Background: an optimization exercise with open tools, aiming at small area, a short achievable clock period and few clock cycles per item. Do not read the settings as production practice.
Function was checked by simulation only, so behaviour that the tests miss may differ from the original.
Power figures rest on the tool's default switching activity, not on a simulated workload.

==> flow/config.mk <==
export PLATFORM = sky130hd
export DESIGN_NAME = door_brightness_state_machine
export DESIGN_NICKNAME = door_brightness_state_machine
export VERILOG_FILES = /design/flow/design.v
export SDC_FILE = /design/flow/constraint.sdc
export NUM_CORES = 4
export LEC_CHECK = 0
export CAP_MARGIN = 20
export CORE_MARGIN = 2
export CORE_UTILIZATION = 40
export CTS_BUF_LIST = sky130_fd_sc_hd__clkbuf_4
export SETUP_SLACK_MARGIN = 4.5
export SLEW_MARGIN = 20
export SYNTH_HIERARCHICAL = 1
export TNS_END_PERCENT = 0
==> flow/constraint.sdc <==
create_clock -name core_clock -period 8.0 [get_ports {clock}]
set_input_delay 1.6000 -clock core_clock [delete_from_list [all_inputs] [get_ports {clock}]]
set_output_delay 1.6000 -clock core_clock [all_outputs]
set_load 0.01 [all_outputs]
==> flow/design.v <==
package dbsm_pkg;
   localparam int WINDOW_SIZE_DEF   = 8;
   localparam int DROP_RATIO_DEF    = 179;
   localparam int WINDOW_SIZE_MAX   = 32;
   localparam int LUMA_W            = 16;
   localparam int FILL_MAX_W        = $clog2(WINDOW_SIZE_MAX + 1);
   localparam int COUNT_W           = 8;
   localparam int CSR_INDEX_W       = 3;
   localparam logic [1:0] MODE_CLOSED  = 2'd0;
   localparam logic [1:0] MODE_OPENING = 2'd1;
   localparam logic [1:0] MODE_OPEN    = 2'd2;
   localparam logic [1:0] MODE_CLOSING = 2'd3;
   localparam logic [2:0] EV_NONE    = 3'd0;
   localparam logic [2:0] EV_OPENED  = 3'd1;
   localparam logic [2:0] EV_GUARD   = 3'd2;
   localparam logic [2:0] EV_RESUMED = 3'd3;
   localparam logic [2:0] EV_CLOSED  = 3'd4;
   localparam logic [CSR_INDEX_W-1:0] CSR_OPENING_CANDIDATE = 3'd0;
   localparam logic [CSR_INDEX_W-1:0] CSR_OPEN_LIGHT        = 3'd1;
   localparam logic [CSR_INDEX_W-1:0] CSR_OPEN_CONFIRM      = 3'd2;
   localparam logic [CSR_INDEX_W-1:0] CSR_CLOSE_CONFIRM     = 3'd3;
   localparam logic [CSR_INDEX_W-1:0] CSR_CLOSING_GUARD     = 3'd4;
   localparam logic [CSR_INDEX_W-1:0] CSR_CLOSING_DARK      = 3'd5;
   localparam logic [CSR_INDEX_W-1:0] CSR_REFERENCE_LUMA    = 3'd6;
   localparam logic [CSR_INDEX_W-1:0] CSR_REFERENCE_DARK    = 3'd7;
   typedef struct packed {
      logic                  push;
      logic                  restart;
      logic                  sort_en;
      logic                  sort_odd;
      logic                  capture;
      logic [LUMA_W-1:0]     value;
      logic [FILL_MAX_W-1:0] fill;
   } win_cmd_type;
   function automatic logic [COUNT_W-1:0] sat_inc8(input logic [COUNT_W-1:0] v);
      sat_inc8 = (v == {COUNT_W{1'b1}}) ? v : v + 1'b1;
   endfunction
endpackage
module dbsm_lt16 (
   input  logic [15:0] a,
   input  logic [15:0] b,
   output logic        lt
);
   logic [1:0] n [31];
   always_comb begin
      for (int i = 0; i < 16; i++) n[i] = {a[i] & ~b[i], ~a[i] & b[i]};
      for (int i = 0; i < 15; i++) begin
         n[16+i] = {n[2*i+1][1] | (~n[2*i+1][0] & n[2*i][1]),
                    n[2*i+1][0] | (~n[2*i+1][1] & n[2*i][0])};
      end
   end
   assign lt = n[30][0];
endmodule
module dbsm_add16 (
   input  logic [15:0] a,
   input  logic [15:0] b,
   output logic [16:0] s
);
   assign s = {1'b0, a} + {1'b0, b};
endmodule
module dbsm_ao21 (
   input  logic a,
   input  logic b,
   input  logic c,
   output logic y
);
   assign y = a | (b & c);
endmodule
import dbsm_pkg::*;
module door_brightness_state_machine
(
   input  logic                   clock,
   input  logic                   reset,
   input  logic                   req_tvalid,
   output logic                   req_tready,
   input  logic [31:0]            req_tdata,   
   output logic                   rsp_tvalid,
   input  logic                   rsp_tready,
   output logic [23:0]            rsp_tdata,   
   input  logic                   csr_valid,
   output logic                   csr_ready,
   input  logic [CSR_INDEX_W-1:0] csr_index,
   input  logic [15:0]            csr_data
);
   localparam int W = 8;
   logic [15:0] ocl_ff, oll_ff, cgl_ff, cdf_ff, rul_ff, rdl_ff;
   logic [7:0]  ocf_ff, ccf_ff;
   typedef struct packed {
      logic [15:0] l;
      logic        ocl;    
      logic        oll;    
      logic        cg;     
      logic        pu;     
   } req_type;
   logic        va_ff;
   req_type     a_ff, in_req;
   logic [7:0]  lta_ff;    
   logic [1:0]  mode_ff;
   logic [7:0]  c1_ff;     
   logic [2:0]  wptr_ff;
   logic [8:1]  n_ff;      
   logic        full_ff;
   logic [15:0] s_ff [W];
   logic [2:0]  t_ff [W];
   logic        v2_ff, wchg2_ff;
   logic        run2_ff;
   logic [2:0]  ev2_ff;
   logic        rsp_valid_ff;
   logic        run_ff;
   logic [2:0]  ev_ff;
   logic [1:0]  mode3_ff;
   logic [15:0] ref_ff;
   logic [17:0] r3_ff;
   logic [15:0] q_ff;
   logic        qnz_ff, qchg_ff, qchg2_ff;
   logic [15:0] luma, dark;
   logic        accept, adv3, adv2, step, stall;
   assign luma       = req_tdata[15:0];
   assign dark       = req_tdata[31:16];
   assign csr_ready  = 1'b1;
   assign accept     = req_tvalid && req_tready;
   assign adv3       = !rsp_valid_ff || rsp_tready;
   assign adv2       = !v2_ff || adv3;
   logic room, stall_reg;
   assign room = !v2_ff || !rsp_valid_ff;
   dbsm_ao21 u_ready (.a(!va_ff || (!stall && room)), .b(!stall), .c(rsp_tready), .y(req_tready));
   dbsm_ao21 u_step  (.a(va_ff && !stall && room), .b(va_ff && !stall), .c(rsp_tready), .y(step));
   always_ff @(posedge clock) begin
      if (reset) begin
         ocl_ff <= 16'd10240;
         oll_ff <= 16'd15360;
         ocf_ff <= 8'd3;
         ccf_ff <= 8'd3;
         cgl_ff <= 16'd7680;
         cdf_ff <= 16'd45875;
         rul_ff <= 16'd15360;
         rdl_ff <= 16'd19661;
      end else if (csr_valid) begin
         case (csr_index)
            3'd0: ocl_ff <= csr_data;
            3'd1: oll_ff <= csr_data;
            3'd2: ocf_ff <= csr_data[7:0];
            3'd3: ccf_ff <= csr_data[7:0];
            3'd4: cgl_ff <= csr_data;
            3'd5: cdf_ff <= csr_data;
            3'd6: rul_ff <= csr_data;
            default: rdl_ff <= csr_data;
         endcase
      end
   end
   logic lt_ocl, lt_oll, gt_cgl, lt_cdf, lt_rul, gt_rdl;
   dbsm_lt16 u_ocl (.a(luma),   .b(ocl_ff), .lt(lt_ocl));
   dbsm_lt16 u_oll (.a(luma),   .b(oll_ff), .lt(lt_oll));
   dbsm_lt16 u_cgl (.a(cgl_ff), .b(luma),   .lt(gt_cgl));
   dbsm_lt16 u_cdf (.a(dark),   .b(cdf_ff), .lt(lt_cdf));
   dbsm_lt16 u_rul (.a(luma),   .b(rul_ff), .lt(lt_rul));
   dbsm_lt16 u_rdl (.a(rdl_ff), .b(dark),   .lt(gt_rdl));
   assign in_req.l   = luma;
   assign in_req.ocl = !lt_ocl;
   assign in_req.oll = !lt_oll;
   assign in_req.cg  = !gt_cgl && !lt_cdf;
   assign in_req.pu  = !lt_rul && !gt_rdl;
   always_ff @(posedge clock) begin
      if (reset) begin
         va_ff <= 1'b0;
      end else if (req_tready) begin
         va_ff <= req_tvalid;
      end else if (step) begin
         va_ff <= 1'b0;
      end
   end
   always_ff @(posedge clock) begin
      if (req_tready) begin
         a_ff   <= in_req;
         lta_ff <= lt_next;
      end
   end
   logic        closing;
   logic [7:0]  cnt_lim;
   logic        cnt_hit;
   logic [1:0]  mode_d;
   logic        run_d, push_d, restart_d;
   logic [2:0]  ev_d;
   logic q_lt_l, lb_lt_l, qstale, fast_close;
   dbsm_lt16 u_q  (.a(q_ff), .b(a_ff.l), .lt(q_lt_l));
   dbsm_lt16 u_lb (.a({1'b0, s_ff[3][15:1]}), .b(a_ff.l), .lt(lb_lt_l));
   assign qstale     = (v2_ff && wchg2_ff) || qchg_ff || qchg2_ff;
   logic lb_ok_ff;
   always_ff @(posedge clock) begin
      lb_ok_ff <= va_ff && !step && full_ff && !lb_lt_l && (s_ff[3][15:1] != 15'd0);
   end
   assign fast_close = lb_ok_ff;
   assign stall_reg  = a_ff.cg && mode_ff[1] && qstale;
   assign stall      = stall_reg && !fast_close;
   assign closing    = a_ff.cg && (qstale ? fast_close : (qnz_ff && !q_lt_l));
   assign cnt_lim = mode_ff[1] ? ccf_ff : ocf_ff;
   assign cnt_hit = (c1_ff >= cnt_lim);
   always_comb begin
      mode_d    = mode_ff;
      run_d     = 1'b0;
      push_d    = 1'b0;
      restart_d = 1'b0;
      ev_d      = 3'd0;
      case (mode_ff)
         2'd0: begin
            if (a_ff.ocl) mode_d = 2'd1;
         end
         2'd1: begin
            if (a_ff.oll) begin
               if (cnt_hit) begin
                  mode_d    = 2'd2;
                  restart_d = 1'b1;
                  ev_d      = 3'd1;
               end
            end else begin
               mode_d = 2'd0;
            end
         end
         2'd2: begin
            if (closing) begin
               mode_d = 2'd3;
               ev_d   = 3'd2;
            end else begin
               run_d  = 1'b1;
               push_d = a_ff.pu;
            end
         end
         default: begin
            if (closing) begin
               if (cnt_hit) begin
                  mode_d = 2'd0;
                  ev_d   = 3'd4;
               end
            end else begin
               mode_d = 2'd2;
               ev_d   = 3'd3;
            end
         end
      endcase
   end
   logic [W-1:0] valid, hit, m, lt, blt;
   logic [W-1:0] sp, ss, sn, sl;
   logic [W-1:0] lt_in, lt_next;
   logic         lt_in_a;
   for (genvar j = 0; j < W; j++) begin : g_lt
      dbsm_lt16 u_lt (.a(s_ff[j]), .b(luma), .lt(lt_in[j]));
   end
   dbsm_lt16 u_lta (.a(a_ff.l), .b(luma), .lt(lt_in_a));
   always_comb begin
      for (int j = 0; j < W; j++) begin
         lt_next[j] = (sl[j] && lt_in_a) || (ss[j] && lt_in[j]) ||
                      (sn[j] && lt_in[(j == W - 1) ? j : j + 1]) ||
                      (sp[j] && lt_in[(j == 0) ? 0 : j - 1]);
      end
   end
   always_comb begin
      for (int j = 0; j < W; j++) begin
         valid[j] = full_ff || (3'(j) < wptr_ff);
         hit[j]   = full_ff ? (t_ff[j] == wptr_ff) : (3'(j) == wptr_ff);
         lt[j]    = valid[j] && lta_ff[j];
      end
      m[0] = hit[0];
      for (int j = 1; j < W; j++) m[j] = m[j-1] | hit[j];
      for (int j = 0; j < W; j++) blt[j] = (j < W - 1) ? (m[j] ? lt[j+1] : lt[j]) : 1'b0;
      for (int j = 0; j < W; j++) begin
         logic below;
         below = (j == 0) || blt[(j == 0) ? 0 : j - 1];
         sl[j] = step && (restart_d ? (j == 0) : (push_d && !blt[j] && below));
         sn[j] = step && !restart_d && push_d && blt[j] && m[j];
         sp[j] = step && !restart_d && push_d && !blt[j] && !below && !m[(j == 0) ? 0 : j - 1];
         ss[j] = !sl[j] && !sn[j] && !sp[j];
      end
   end
   assign full_ff = n_ff[8];
   always_ff @(posedge clock) begin
      if (reset) begin
         mode_ff <= 2'd0;
         wptr_ff <= 3'd0;
         n_ff    <= '0;
      end else if (step) begin
         mode_ff <= mode_d;
         if (restart_d) begin
            wptr_ff <= 3'd1;
            n_ff    <= 8'd1;
         end else if (push_d) begin
            wptr_ff <= wptr_ff + 3'd1;
            n_ff    <= {n_ff[8] | n_ff[7], n_ff[6:1], 1'b0};
         end
      end
   end
   always_ff @(posedge clock) begin
      if (step) begin
         c1_ff <= !mode_ff[0] ? 8'd2 : (c1_ff == 8'hFF) ? c1_ff : c1_ff + 8'd1;
      end
   end
   always_ff @(posedge clock) begin
      begin
         for (int j = 0; j < W; j++) begin
            s_ff[j] <= ({16{sl[j]}} & a_ff.l) | ({16{ss[j]}} & s_ff[j]) |
                       ({16{sn[j]}} & s_ff[(j == W - 1) ? j : j + 1]) |
                       ({16{sp[j]}} & s_ff[(j == 0) ? 0 : j - 1]);
            t_ff[j] <= ({3{sl[j]}} & (restart_d ? 3'd0 : wptr_ff)) | ({3{ss[j]}} & t_ff[j]) |
                       ({3{sn[j]}} & t_ff[(j == W - 1) ? j : j + 1]) |
                       ({3{sp[j]}} & t_ff[(j == 0) ? 0 : j - 1]);
         end
      end
   end
   logic [15:0] med_lo, med_hi, med;
   logic [16:0] med_sum;
   assign med_lo = ({16{n_ff[1] | n_ff[2]}} & s_ff[0]) | ({16{n_ff[3] | n_ff[4]}} & s_ff[1]) |
                   ({16{n_ff[5] | n_ff[6]}} & s_ff[2]) | ({16{n_ff[7] | n_ff[8]}} & s_ff[3]);
   assign med_hi = ({16{n_ff[1]}} & s_ff[0]) | ({16{n_ff[2] | n_ff[3]}} & s_ff[1]) |
                   ({16{n_ff[4] | n_ff[5]}} & s_ff[2]) | ({16{n_ff[6] | n_ff[7]}} & s_ff[3]) |
                   ({16{n_ff[8]}} & s_ff[4]);
   dbsm_add16 u_med (.a(med_lo), .b(med_hi), .s(med_sum));
   assign med = med_sum[16:1];
   always_ff @(posedge clock) begin
      if (reset) begin
         v2_ff        <= 1'b0;
         rsp_valid_ff <= 1'b0;
         qchg_ff      <= 1'b0;
         qchg2_ff     <= 1'b0;
      end else begin
         if (adv2) v2_ff <= step;
         if (adv3) rsp_valid_ff <= v2_ff;
         qchg_ff  <= adv3 && v2_ff && wchg2_ff;
         qchg2_ff <= qchg_ff;
      end
   end
   always_ff @(posedge clock) begin
      if (adv2) begin
         wchg2_ff <= restart_d || push_d;
         run2_ff  <= run_d;
         ev2_ff   <= ev_d;
      end
      if (adv3 && v2_ff) begin
         ref_ff   <= med;
         mode3_ff <= mode_ff;
         run_ff   <= run2_ff;
         ev_ff    <= ev2_ff;
      end
   end
   logic [24:0] prod;
   assign prod = {2'b00, ref_ff, 7'd0} + {3'b000, r3_ff, 4'd0} + {7'd0, r3_ff};
   always_ff @(posedge clock) begin
      r3_ff  <= {1'b0, ref_ff, 1'b0} + {2'b00, ref_ff};
      q_ff   <= prod[23:8];
      qnz_ff <= |ref_ff;
   end
   assign rsp_tvalid = rsp_valid_ff;
   assign rsp_tdata  = {2'b00, ref_ff, ev_ff, run_ff, mode3_ff};
endmodule
==> flow/run.sh <==
#!/bin/bash
# synth_recipe.tcl (not shown) runs the flow's synth.tcl, then flattens the netlist and writes it again
# the make line also repeats each setting of config.mk as NAME=value (left out here)
make -C /OpenROAD-flow-scripts/flow DESIGN_CONFIG=/design/flow/config.mk WORK_HOME=/design/flow/orfs CLKGATE_MAP_FILE= SYNTH_SCRIPT=/design/flow/synth_recipe.tcl finish
==> flow_summary.json, run 1 <==
{
  "max_freq_ghz": 0.260,
  "portBuffers": 79,
  "crit-reg2reg-launch": "a_ff[16]",
  "vias": 22900,
  "htreeDepth": 3,
  "dieArea_sq_um": 61700,
  "place_inst": 3514,
  "finalCritPeriodShare_pct": 48.1,
  "drt_iter0_markers": 2487,
  "relSlewSlack_pct": 30.1,
  "avgViaCountPerCell": 6.09,
  "worstPathMaxFanout": 21,
  "synthTopCellsByArea": "dfxtp_1, edfxtp_1, nand2_1, maj3_1, ha_1",
  "status": "timing/DRC/antenna clean",
  "hold_violations": 0,
  "drive_gt1_share_pct": 13.4,
  "cts_made_buffers": 106,
  "cts_tree": "done",
  "seq_area_frac_synth_pct": 34.6,
  "drt_wl_total_mm": 84.5,
  "synth_cell_type_count": 88,
  "fin_setup_tns_ps": 0,
  "dpl.hpwl_mm": 55.6,
  "rows": 89,
  "pin_count": 83,
  "clock_path_buffers": 3,
  "synth_top_area_share_pct": 26.7,
  "rrSetupSlack_ps": 4150,
  "grt_setup_unrepaired": "yes",
  "netlist_area_sq_um": 23900,
  "synth_cells": 2766,
  "maxCapViolCount": 0,
  "ant_nets": 0,
  "period_needed_ps": 3850,
  "core-area_sq_um": 59000,
  "synth_top_family_by_area": "compound AO/OA/AOI/OAI gates",
  "drtPass1Iterations": 10,
  "rr_endpoint": "lta_ff[0]",
  "maxSlewViolCount": 0,
  "worstHoldStart": "ev2_ff[1]",
  "worstPathRequired_ps": 8750,
  "drc_errors": 0,
  "min_delay_path_depth": 0,
  "worstHoldPathType": "reg -> reg",
  "antenna_found_initial": 2,
  "areaGrowthSynthToFinish_pct": 15.1,
  "criticalPathCategory": "reg -> reg",
  "grt_first_pass_wirelength_mm": 129,
  "wire_per_inst_microns": 22.5,
  "synth_compound_area_share_pct": 24.3,
  "clkLatencyLatePin_ps": 910,
  "start_util_pct": 40.5,
  "grt_start_max_net_pins": 94,
  "synth_ff_type": "dfxtp_1",
  "num-nets-final": 3047,
  "cp-end-kind": "register",
  "first_global_vias": 22400,
  "synth_adder_area_share_pct": 14.1,
  "crit_path_start_kind": "register",
  "routabilityCongestion": 0.916,
  "syn_area_per_cell_sq_um": 8.63,
  "die_y_microns": 248,
  "clkSinkCount": 381,
  "hold_buffers": 0,
  "synth_xor_area_share_pct": 2.05,
  "r2r_cells": 14,
  "chipWidth_microns": 248,
  "ir_worst_vdd_mv": 0.0926,
  "crit_arrival_ps": 4600,
  "setup_viol": 0,
  "crit_path_start": "a_ff[16]",
  "yosysTopAreaCell": "dfxtp_1",
  "grt_usage_pct": 27.0,
  "clock_skew_ps": 97.6,
  "yosys_warnings": 13,
  "ys_async_sr_fraction_pct": 0,
  "overflow": 0,
  "p_leak_nw": 10.4,
  "tightestPinTransition_ps": 1040,
  "cts-root-buf": "clkbuf_4",
  "clk_pin_slew_worst_paths_ps": 70,
  "powerDensity_nw_per_um2": 180,
  "ys_ff_latch": 381,
  "synth_mux_area_share_pct": 0.540,
  "layout.cells.non_filler": 3760,
  "yosys.area_share.simple_pct": 17.9,
  "yosys.cell_count.top_type": "nand2_1",
  "min_to": "ev_ff[1]",
  "synth_common_cells": "nand2_1, dfxtp_1, inv_1",
  "synth_edf_count": 63
}
area by class of cell:
| cell class | count | area [sq um] |
|---|---|---|
| Antenna cell | 2 | 5.00 |
| Clock buffer | 152 | 1140 |
| Clock inverter | 43 | 211 |
| Fill cell | 5715 | 31500 |
| Inverter | 234 | 878 |
| Multi-Input combinational cell | 2014 | 14500 |
| Sequential cell | 381 | 8260 |
| Tap cell | 773 | 967 |
| Timing Repair Buffer | 161 | 1530 |
through the flow:
step                power [W]  hold WS [ps]  utilization (%)  cell area, sq um  setup WS (ps)
global route          0.00517           437             46.6             27500           4070
finish                0.00493           429             46.6             27500           4150
floorplan             0.00280           400                -             23900           4350
CTS                   0.00495           423             46.5             27400           4220
global placement      0.00309           409             43.1             25400           2950
detailed placement    0.00311           408             43.1             25400           2840
Yosys stat by module (local to each module, per instance):
module,cells inside,times used
dbsm_add16,110,1
dbsm_ao21,1,2
door_brightness_state_machine,1889,1
dbsm_lt16,45,17
layer usage:
| layer | routed length [microns] | GRT usage [%] | share of wire [%] | up-vias |
|---|---|---|---|---|
| met5 | 0 | 0 | 0 | - |
| met4 | 4320 | 13.9 | 5.1 | 0 |
| met3 | 7680 | 5.12 | 9.1 | 286 |
| met2 | 37800 | 43.2 | 45 | 1172 |
| met1 | 34600 | 34.7 | 41 | 10900 |
| li1 | - | - | - | 10500 |
worst max path at each step:
| stage | slack, ps | depth (start not counted) | to |
|---|---|---|---|
| 2_1_floorplan | 4350 | 15 | lta_ff[2] |
| 3_3_place_gp | 2950 | 8 | lta_ff[3] |
| 3_5_place_dp | 2840 | 8 | lta_ff[3] |
| 4_1_cts | 4220 | 5 | req_tready |
| 5_1_grt | 4070 | 14 | lta_ff[5] |
| 6_report | 4150 | 14 | lta_ff[0] |
cell usage in the layout, fill, tap and decap left out, types with 10 or more instances in the layout:
master,instances
a211oi_1,27
a21o_1,14
a21oi_1,139
a221o_1,62
a221oi_1,33
a222oi_1,53
a22o_1,34
a22oi_1,115
a31oi_1,22
a32o_1,43
and3_1,10
buf_4,63
clkbuf_4,152
clkdlybuf4s50_1,71
clkinv_1,31
dfxtp_1,317
edfxtp_1,63
fa_1,13
ha_1,80
inv_1,216
inv_2,19
maj3_1,150
maj3_2,54
nand2_1,432
nand2b_1,98
nand3_1,23
nand3b_1,37
nor2_1,57
nor2b_1,112
nor3_1,23
o211a_1,18
o211ai_1,23
o21a_1,10
o21ai_0,67
o221ai_1,21
o22ai_1,18
xnor2_1,41
xor2_1,15
state kept, by name, summed over array words and instances, names as in the netlist, 18 cells and up:
| register | cells |
|---|---|
| a_ff | 20 |
| r3_ff | 18 |
| s_ff | 128 |
| t_ff | 24 |
timing repair:
| item | in CTS | in global routing |
|---|---|---|
| pin swaps | 19 | 2 |
| buffers inserted | 34 | 0 |
| gates cloned | 14 | 0 |
| gates resized for setup | 60 | 5 |
| endpoints found under the setup margin | 195 | 196 |
where the power goes:
group	leakage [nW]	total, W	switching (W)	internal (W)
Sequential	3.21	0.00224	0.000158	0.00208
Combinational	6.37	0.000884	0.000501	0.000384
Clock	0.809	0.00181	0.000895	0.000911
worst max-delay path, stage by stage (launching register included):
cell,delay (ps)
edfxtp_1,530
nor2b_1,200
maj3_2,300
maj3_2,350
a221oi_4,310
a31oi_4,70
nand3b_1,180
mux2_4,270
and2_4,180
nand2_1,130
a211oi_2,80
buf_4,270
nor2_4,600
nand2_1,120
nand2_1,100
kinds of logic (layout without fill, tap and decap cells):
family	count (synthesis)	in the layout
and+or+nand+nor	875	881
AOI/OAI and AO/OA	762	763
DFF	381	381
buffers and inverters	381	590
adders and majority gates	297	297
xor gates and xnor gates	56	56
muxes	12	12
other	2	7
Testbench counts, summed over its fixed seeds: cycles 4,959, items 4,800.
==> run 2: changes to the inputs <==
--- a/flow/config.mk
+++ b/flow/config.mk
@@ -7,8 +7,9 @@
 export LEC_CHECK = 0
 export CAP_MARGIN = 20
+export CELL_PAD_IN_SITES_DETAIL_PLACEMENT = 1
 export CORE_MARGIN = 2
 export CORE_UTILIZATION = 40
 export CTS_BUF_LIST = sky130_fd_sc_hd__clkbuf_4
-export SETUP_SLACK_MARGIN = 4.5
+export SETUP_SLACK_MARGIN = 4.75
 export SLEW_MARGIN = 20
 export SYNTH_HIERARCHICAL = 1
==> run 2 against run 1 <==
Still clean on timing, DRC and antenna. Via count grew 3.9%. Area after synthesis is the same. Register-to-register slack worse by 80 ps. Sequential share of layout area decreased by 0.14 points. Highest routed layer is now met5.
==> flow_summary.json, run 2 <==
{
  "grt_first_pass_wirelength_mm": 143,
  "maxCapViolCount": 0,
  "max_freq_ghz": 0.255,
  "worstPathRequired_ps": 8660,
  "avgViaCountPerCell": 6.30,
  "core-area_sq_um": 59000,
  "yosys_warnings": 13,
  "synth_ff_type": "dfxtp_1",
  "drc_errors": 0,
  "first_global_vias": 25000,
  "cts_tree": "done",
  "status": "timing/DRC/antenna clean",
  "clkSinkCount": 381,
  "antenna_found_initial": 2,
  "place_inst": 3517,
  "crit-reg2reg-launch": "a_ff[8]",
  "worstHoldPathType": "reg -> reg",
  "ir_worst_vdd_mv": 0.158,
  "place_ws_ps": 2990,
  "relSlewSlack_pct": 27.8,
  "chipWidth_microns": 248,
  "worstHoldStart": "ev2_ff[1]",
  "drtPass1Iterations": 8,
  "cts_made_buffers": 110,
  "cts-root-buf": "clkbuf_4",
  "layout.cells.non_filler": 3777,
  "synth_cells": 2766,
  "clkLatencyLatePin_ps": 920,
  "vias": 23800,
  "final_common_cell": "nand2_1",
  "max_flop_register": "s_ff",
  "yosysTopAreaCell": "dfxtp_1",
  "ant_nets": 0,
  "start_util_pct": 40.5,
  "htreeDepth": 3,
  "dpl_cell_area_sq_um": 25500,
  "routabilityCongestion": 0.930,
  "rows": 89,
  "syn_area_per_cell_sq_um": 8.63,
  "grt_start_max_net_pins": 103,
  "largest_reg_flops": 128,
  "synthTopCellsByArea": "dfxtp_1, edfxtp_1, nand2_1, maj3_1, ha_1",
  "drive_gt1_share_pct": 14.4,
  "endpoint": "lta_ff[2]",
  "drt_wl_total_mm": 92.9,
  "tightestPinTransition_ps": 1070,
  "crit_arrival_ps": 4590,
  "rrSetupSlack_ps": 4070,
  "hold_buffers": 0,
  "clock_path_buffers": 3,
  "rr_endpoint": "lta_ff[2]",
  "dieArea_sq_um": 61700,
  "grt_usage_pct": 29.7,
  "portBuffers": 79,
  "yosys.cell_count.top_type": "nand2_1",
  "p_leak_nw": 10.5,
  "ys_async_sr_fraction_pct": 0,
  "wire_per_inst_microns": 24.6,
  "die_y_microns": 248,
  "crit_path_start": "a_ff[8]",
  "r2r_cells": 15,
  "criticalPathCategory": "reg -> reg",
  "fin_setup_tns_ps": 0,
  "synth_top_area_share_pct": 26.7,
  "pin_count": 83,
  "setup_slack_ps": 4070,
  "worstPathMaxFanout": 6,
  "grt_setup_unrepaired": "yes",
  "synth_cell_type_count": 88,
  "synth_edf_count": 63,
  "period_needed_ps": 3930,
  "netlist_area_sq_um": 23900,
  "ys_ff_latch": 381,
  "maxSlewViolCount": 0,
  "reg.largest.list": "s_ff x128, t_ff x24, a_ff x20",
  "clock_skew_ps": 83.9,
  "clk_pin_slew_worst_paths_ps": 80,
  "final_cell_area_sq_um": 27600,
  "crit_path_start_kind": "register",
  "powerDensity_nw_per_um2": 183,
  "seq_area_frac_synth_pct": 34.6,
  "setup_viol": 0,
  "synth_common_cells": "nand2_1, dfxtp_1, inv_1",
  "hold_violations": 0,
  "num-nets-final": 3061,
  "finalCritPeriodShare_pct": 49.1,
  "final_cell_mix": "nand2_1, dfxtp_1, inv_1",
  "dpl.hpwl_mm": 61.3,
  "overflow": 0,
  "cp-end-kind": "register",
  "drt_iter0_markers": 2282,
  "areaGrowthSynthToFinish_pct": 15.6
}
[run 2: cell counts after synthesis]
Identical to the previous run, type by type.
[run 2: power breakdown]
group	internal (W)	switching, W	leakage [nW]
Sequential	0.00208	0.000160	3.21
Combinational	0.000386	0.000518	6.39
Clock	0.000962	0.000939	0.850
[run 2: Yosys stat by module (local to each module, per instance)]
module	flip-flops and latches	copies in the design	cells	cell area, sq um
dbsm_add16	0	1	110	856
dbsm_ao21	0	2	1	7.51
dbsm_lt16	0	17	45	313
door_brightness_state_machine	381	1	1889	17700
[run 2: per-stage QoR]
stage          power, W  utilization [%]  hold slack (ps)
2_1_floorplan   0.00281                -              400
3_3_place_gp    0.00308             43.2              407
3_5_place_dp    0.00313             43.2              409
4_1_cts         0.00507             46.7              448
5_1_grt         0.00530             46.8              458
6_report        0.00505             46.8              447
[run 2: worst min-delay path by stage]
stage	cells after the start	endpoint	slack [ps]
after floorplan	0	ev_ff[0]	400
after global placement	0	ev_ff[0]	410
after detailed placement	0	ev_ff[0]	410
after CTS	0	ev_ff[2]	450
after global routing	0	ev_ff[1]	460
final	0	ev_ff[1]	450
[run 2: routing by layer]
metal | track usage, % | wire length [microns] | up-vias
met5 | 0 | 11 | -
met4 | 16.2 | 5200 | 2
met3 | 6.29 | 8180 | 327
met2 | 49.2 | 43400 | 1179
met1 | 35.9 | 36000 | 11800
li1 | - | - | 10500
[run 2: final cells by class]
cell class                      instances  area, sq um
Fill cell                            6963        31400
Multi-Input combinational cell       2015        14500
Sequential cell                       381         8260
Timing Repair Buffer                  170         1530
Clock buffer                          161         1210
Tap cell                              773          967
Inverter                              234          878
Clock inverter                         42          219
Antenna cell                            1         2.50
[run 2: cells by family after synthesis]
kind of cell               count (synthesis)  synth area share (%)
muxes                                     12                 0.540
other                                      2                0.0315
adders and majority gates                297                  14.1
and+or+nand+nor                          875                  17.9
AOI/OAI and AO/OA                        762                  24.3
buffers and inverters                    381                  6.47
xor gates and xnor gates                  56                  2.05
DFF                                      381                  34.6
[run 2: timing repair]
action                     4_1_cts  5_1_grt
resized for setup               60       14
buffers inserted                40        1
setup endpoints to repair      214      216
pin swaps                       21        8
gates cloned                    13        2
[run 2: worst max-delay path, stage by stage, from the launching register on]
cell and delay, ps:
edfxtp_1 460, nand2b_1 90, maj3_2 310, maj3_2 310, maj3_2 340, a31oi_4 180, nand3b_1 160, mux2_4 170
and2_4 170, and3_4 300, nand2_8 120, nor3_4 350, buf_8 210, nor3_4 50, buf_4 180, a221o_1 290

==> re-timing with driven ports <==
In the flow no input, the clock included, has a driving cell. The finished layouts below were timed again as built, in two steps.
Step 1 (the two cells are an assumption about what drives the block):
set clk [get_ports {clock}]
set_driving_cell -lib_cell sky130_fd_sc_hd__clkbuf_16 $clk
set_driving_cell -lib_cell sky130_fd_sc_hd__buf_2 [delete_from_list [all_inputs] $clk]
Step 2 also shifts input and output timing later by t, the mid clock arrival at the registers, as if the neighbouring blocks saw the same clock.
a / b / c = ideal / step 1 / step 2; a / b = the first two.
| run | t, ns | setup WS [ns] | clock arrival spread, ns | worst register clock-pin slew, ns | worst data-port slew with drivers (ns) |
|---|---|---|---|---|---|
| run 1 | 0.916 | 4.152 / 4.152 / 3.332 | 0.097 / 0.098 | 0.08 / 0.08 | 0.08 |
| run 2 | 0.930 | 4.073 / 4.073 / 3.289 | 0.084 / 0.084 | 0.08 / 0.08 | 0.08 |
After both steps every run listed still meets setup and hold. For run 1, which loses most, drivers alone change the setup slack by 0.000 ns; drivers and shift together by -0.820 ns.
